From an optimization exercise on the open Yosys and OpenROAD flow, aimed at small area and a short achievable clock period; shortcuts taken in it are not production practice.
The RTL was checked by simulation tests, not by an equivalence proof against the original design.
No activity file was given, so power comes from the tool's default toggle rates.

## willow
Design register_access_top, start of the top module:
module register_access_top (
    input  logic                       clk,
    input  logic                       reset,
    input  logic                       flush,
    input  logic [15:0]                write_cs,
    input  logic                       write_cs_enable,
    input  logic                       d_valid,
    output logic                       d_ready,
    input  logic [48:0]                d_bundle_bits,
    output logic                       r_valid,
    input  logic                       r_ready,
    output logic [166:0]               r_bundle_bits,
    input  logic [39:0]                wb_reg_bits,
    input  logic [19:0]                wb_seg_bits
);
    logic [2:0]  d_size;
    logic [2:0]  d_k0;
    logic [2:0]  d_k1;
    logic [2:0]  d_r0;
    logic [2:0]  d_r1;
    logic [2:0]  d_rm;
    logic [2:0]  d_so;
    logic        d_sov;
    logic        d_pop;
    logic        d_push;
    logic        d_dv;
    logic [2:0]  d_dr;
    assign d_size = d_bundle_bits[32:30];
    assign d_k0   = d_bundle_bits[29:27];
    assign d_k1   = d_bundle_bits[26:24];
    assign d_r0   = d_bundle_bits[23:21];
    assign d_r1   = d_bundle_bits[20:18];
    assign d_rm   = d_bundle_bits[12:10];
    assign d_so   = d_bundle_bits[9:7];
    assign d_sov  = d_bundle_bits[6];
    assign d_pop  = d_bundle_bits[5];
    assign d_push = d_bundle_bits[4];
    assign d_dv   = d_bundle_bits[3];
    assign d_dr   = d_bundle_bits[2:0];
    logic        wb_en;
    logic        wb_stack;
    logic [2:0]  wb_num;
    logic [2:0]  wb_size;
    logic [31:0] wb_data;
    logic        ws_en;
    logic [2:0]  ws_num;
    logic [15:0] ws_data;
    assign wb_en    = wb_reg_bits[39];
    assign wb_stack = wb_reg_bits[38];
    assign wb_num   = wb_reg_bits[37:35];
    assign wb_size  = wb_reg_bits[34:32];
    assign wb_data  = wb_reg_bits[31:0];
    assign ws_en    = wb_seg_bits[19];
    assign ws_num   = wb_seg_bits[18:16];
    assign ws_data  = wb_seg_bits[15:0];
    logic [7:0][31:0] gpr;
    logic [5:0][15:0] seg;
    logic [31:0]      esp_work;
    logic [7:0][2:0]  pending;
    logic [48:0]      q_instr;
    logic [31:0]      q_op0;
  ...
For scale: roughly 300 I/O pins, ~25000 sq um of cells after synthesis.
==> flow/config.mk <==
export PLATFORM = sky130hd
export DESIGN_NAME = register_access_top
export DESIGN_NICKNAME = register_access_top
export VERILOG_FILES = /design/flow/design.v
export SDC_FILE = /design/flow/constraint.sdc
export NUM_CORES = 4
export LEC_CHECK = 0
export CAP_MARGIN = 20
export CORE_MARGIN = 2
export CORE_UTILIZATION = 65
export CTS_BUF_LIST = sky130_fd_sc_hd__clkbuf_16
export CTS_CLUSTER_DIAMETER = 80
export CTS_CLUSTER_SIZE = 25
export SETUP_SLACK_MARGIN = 2.2
export SLEW_MARGIN = 20
export SYNTH_HIERARCHICAL = 1
==> flow/constraint.sdc <==
create_clock -name core_clock -period 5.0 [get_ports {clk}]
set_input_delay 1.0000 -clock core_clock [delete_from_list [all_inputs] [get_ports {clk}]]
set_output_delay 1.0000 -clock core_clock [all_outputs]
set_load 0.01 [all_outputs]
standard.sh (not shown) runs the stock make flow with config.mk's settings and CLKGATE_MAP_FILE= SYNTH_SCRIPT=/design/flow/synth_recipe.tcl, a recipe that flattens the netlist after the stock synthesis.
==> flow/flow/run.sh <==
#!/bin/bash
# The standard layout with two changes to how it is made:
#  - after synthesis, every combinational cell is set to the smallest drive
#    strength of its kind and the floorplan step removes synthesis's buffers
#    (REMOVE_ABC_BUFFERS), so the timing repair of the later steps sizes up
#    and buffers only what the placed design needs;
#  - the ports get the smallest buffer instead of the delay buffer that
#    buffer_ports picks by default.
# Each tool's output goes to a log file of its own here; ORFS also keeps
# each step's log under orfs/logs/.
set -euo pipefail
results=orfs/results/${FLOW_PLATFORM}/register_access_top/base
bash standard.sh synth > synth_make.log 2>&1
LIB_FILE=${FLOW_HOME}/platforms/${FLOW_PLATFORM}/lib/sky130_fd_sc_hd__tt_025C_1v80.lib \
ODB_IN=${results}/1_synth.odb ODB_OUT=${results}/1_synth.odb \
    openroad -no_init -exit flow/downsize.tcl > downsize.log 2>&1
bash standard.sh "BUFFER_PORTS_ARGS=-buffer_cell sky130_fd_sc_hd__buf_1" REMOVE_ABC_BUFFERS=1 finish \
    > flow_make.log 2>&1
==> flow/flow/downsize.tcl <==
# Set every combinational cell of the synthesized netlist to the smallest
# drive strength of its kind; the timing repair of the later steps sizes up
# only what the layout needs. Flip-flops keep the cell synthesis gave them.
read_liberty $::env(LIB_FILE)
read_db $::env(ODB_IN)
set db [ord::get_db]
set block [ord::get_db_block]
array set smallest {}
foreach lib [$db getLibs] {
  foreach m [$lib getMasters] {
    set n [$m getName]
    if {![regexp {^(sky130_fd_sc_hd__[a-z0-9]+)_([0-9]+)$} $n -> kind drive]} continue
    if {[regexp {probe|lpflow|clkdly|dlygate|dlymetal} $n]} continue
    set a [expr {[$m getWidth] * [$m getHeight]}]
    if {![info exists smallest($kind)] || $a < [lindex $smallest($kind) 1]} {
      set smallest($kind) [list $m $a]
    }
  }
}
set swapped 0
set saved 0
foreach inst [$block getInsts] {
  set m [$inst getMaster]
  set n [$m getName]
  if {![regexp {^(sky130_fd_sc_hd__[a-z0-9]+)_([0-9]+)$} $n -> kind drive]} continue
  if {[regexp {^sky130_fd_sc_hd__(df|edf|sdf|sedf|dl|conb)} $n]} continue
  if {![info exists smallest($kind)]} continue
  set sm [lindex $smallest($kind) 0]
  if {$sm ne $m} {
    set saved [expr {$saved + [$m getWidth]*[$m getHeight] - [lindex $smallest($kind) 1]}]
    $inst swapMaster $sm
    incr swapped
  }
}
puts "downsize: swapped $swapped cells, saved [expr {$saved / 1e6}] um2"
write_db $::env(ODB_OUT)
Modified inputs, tundra compared to willow
- SETUP_SLACK_MARGIN now 2.1, was 2.2
[summary]
From willow to tundra the numbers moved as follows: shortest clock period the worst path allows after layout rose by 0.0050 ns, share of the final layout cell area in sequential cells rose by 0.25 points, overall power of the completed layout fell by about 0.47%.
Compared to willow, tundra leaves more free space in the core.

04-06:
register_access_top, a different RTL version from the one above (not shown whole).
For scale: ~1,800 cells after synthesis, ~300 I/O pins.
make LEC_CHECK=0 CAP_MARGIN=20 CORE_MARGIN=2 CORE_UTILIZATION=40 SETUP_SLACK_MARGIN=2.0 SLEW_MARGIN=20 finish   # period 5.0 ns
run.sh (not shown) runs the stock make flow with config.mk's settings and CLKGATE_MAP_FILE= SYNTH_SCRIPT=/design/flow/synth_recipe.tcl, a recipe that flattens the netlist after the stock synthesis.
Stock flow here: none of the scripts above is used.
Edits applied to the flow inputs when going from 04-06 to 05-10:
- removing SETUP_SLACK_MARGIN (formerly 2.0)
Notes after the runs:
Non-clock buffer count (05-10 vs. 04-06) decreases by more than 10%
Total wire length after detailed routing: 05-10 < 04-06
Diff 04-06..05-10 | routed via count divided by cell count | negligible
Per the comparison of 05-10 with 04-06, met3 wire length shrank by about 22%; final area shrank by 6.9%; cell count shrank by about 3.3%.
When 05-10 is measured against 04-06, its largest stage delay on the critical path turns out 0.24 ns higher.

Another version of the RTL of register_access_top (not shown whole).
Size in the first run: ~2600 cells after synthesis, ~300 I/O pins, roughly 26000 um2 of cells after synthesis.
Design register_access_top, start of the top module:
module register_access_top (
    input  logic                       clk,
    input  logic                       reset,
    input  logic                       flush,
    input  logic [15:0]                write_cs,
    input  logic                       write_cs_enable,
    input  logic                       d_valid,
    output logic                       d_ready,
    input  logic [48:0]                d_bundle_bits,
    output logic                       r_valid,
    input  logic                       r_ready,
    output logic [166:0]               r_bundle_bits,
    input  logic [39:0]                wb_reg_bits,
    input  logic [19:0]                wb_seg_bits
);
    logic [2:0]  d_size;
    logic [2:0]  d_k0;
    logic [2:0]  d_k1;
    logic [2:0]  d_r0;
    logic [2:0]  d_r1;
    logic [2:0]  d_rm;
    logic [2:0]  d_so;
    logic        d_sov;
    logic        d_pop;
    logic        d_push;
    logic        d_dv;
    logic [2:0]  d_dr;
    assign d_size = d_bundle_bits[32:30];
    assign d_k0   = d_bundle_bits[29:27];
    assign d_k1   = d_bundle_bits[26:24];
    assign d_r0   = d_bundle_bits[23:21];
    assign d_r1   = d_bundle_bits[20:18];
    assign d_rm   = d_bundle_bits[12:10];
    assign d_so   = d_bundle_bits[9:7];
    assign d_sov  = d_bundle_bits[6];
    assign d_pop  = d_bundle_bits[5];
    assign d_push = d_bundle_bits[4];
    assign d_dv   = d_bundle_bits[3];
    assign d_dr   = d_bundle_bits[2:0];
    logic        wb_en;
    logic        wb_stack;
    logic [2:0]  wb_num;
    logic [2:0]  wb_size;
    logic [31:0] wb_data;
    logic        ws_en;
    logic [2:0]  ws_num;
    logic [15:0] ws_data;
    assign wb_en    = wb_reg_bits[39];
    assign wb_stack = wb_reg_bits[38];
    assign wb_num   = wb_reg_bits[37:35];
    assign wb_size  = wb_reg_bits[34:32];
    assign wb_data  = wb_reg_bits[31:0];
    assign ws_en    = wb_seg_bits[19];
    assign ws_num   = wb_seg_bits[18:16];
    assign ws_data  = wb_seg_bits[15:0];
    logic [7:0][31:0] gpr;
    logic [5:0][15:0] seg;
    logic [31:0]      esp_work;
    logic [7:0][2:0]  pending;
    logic [48:0]      q_instr;
  ...
clock: 5.0 ns
lec_check: 0
cap_margin: 20
core_margin: 2
core_utilization: 75
cts_buf_list: sky130_fd_sc_hd__clkbuf_16
cts_cluster_diameter: 80
cts_cluster_size: 25
setup_slack_margin: 1.9
slew_margin: 20
synth_hierarchical: 1
standard.sh (not shown) runs the stock make flow with config.mk's settings and CLKGATE_MAP_FILE= SYNTH_SCRIPT=/design/flow/synth_recipe.tcl, a recipe that flattens the netlist after the stock synthesis.
Scripts as last shown in full above: flow/flow/run.sh, flow/flow/downsize.tcl
The starting point completed without violations.
Rerun with:
- CORE_UTILIZATION: 75 -> 70
- clock-buffer cell count is unchanged
- total power rose by 0.91%
- setup slack improved by 0.0068 ns
- routed wire length decreases by 1.6%
- clock skew stays flat
- core utilization shrinks by 6.1 points
- die area climbs by 7.0%
- non-clock buffer count is higher by 10
- first-iteration DRC count goes down by 13%

==> port drivers added, routing unchanged <==
The results above use ideal ports. As a check the final layouts listed here were re-extracted and re-timed, cells and wires unchanged.
Step 1 sets driving cells, clkbuf_16 on the clock port and buf_2 on the other inputs (assumed; they add their load-dependent delay and slew).
Step 2 times the ports against the registers' clock, not the clock port: input delays grow and output delays shrink by t, the midpoint of the rising clock arrivals with the driver on.
Slacks: no drivers / after step 1 / after step 2; pairs: no drivers / after step 1.
run | shift t [ns] | slack for setup (ns) | hold WS [ns] | cell pins on the clock port's net
willow | 0.669 | 1.942 / 1.827 / 1.560 | 0.468 / 0.468 / 0.468 | 1
tundra | 0.665 | 1.937 / 1.831 / 1.517 | 0.475 / 0.475 / 0.475 | 1
04-06 | 0.647 | 0.869 / 0.869 / 0.385 | 0.501 / 0.501 / 0.501 | 1
05-10 | 0.677 | 0.452 / 0.424 / 0.050 | 0.504 / 0.504 / 0.504 | 1
the first run of note 3 | 0.641 | 1.691 / 1.634 / 1.344 | 0.465 / 0.465 / 0.465 | 1
the second run of note 3 | 0.660 | 1.698 / 1.629 / 1.256 | 0.468 / 0.468 / 0.468 | 1
After both steps setup and hold are still met in every run listed. The setup slack of 04-06, which loses most, moves by 0.000 ns with the drivers and by -0.484 ns with both steps.
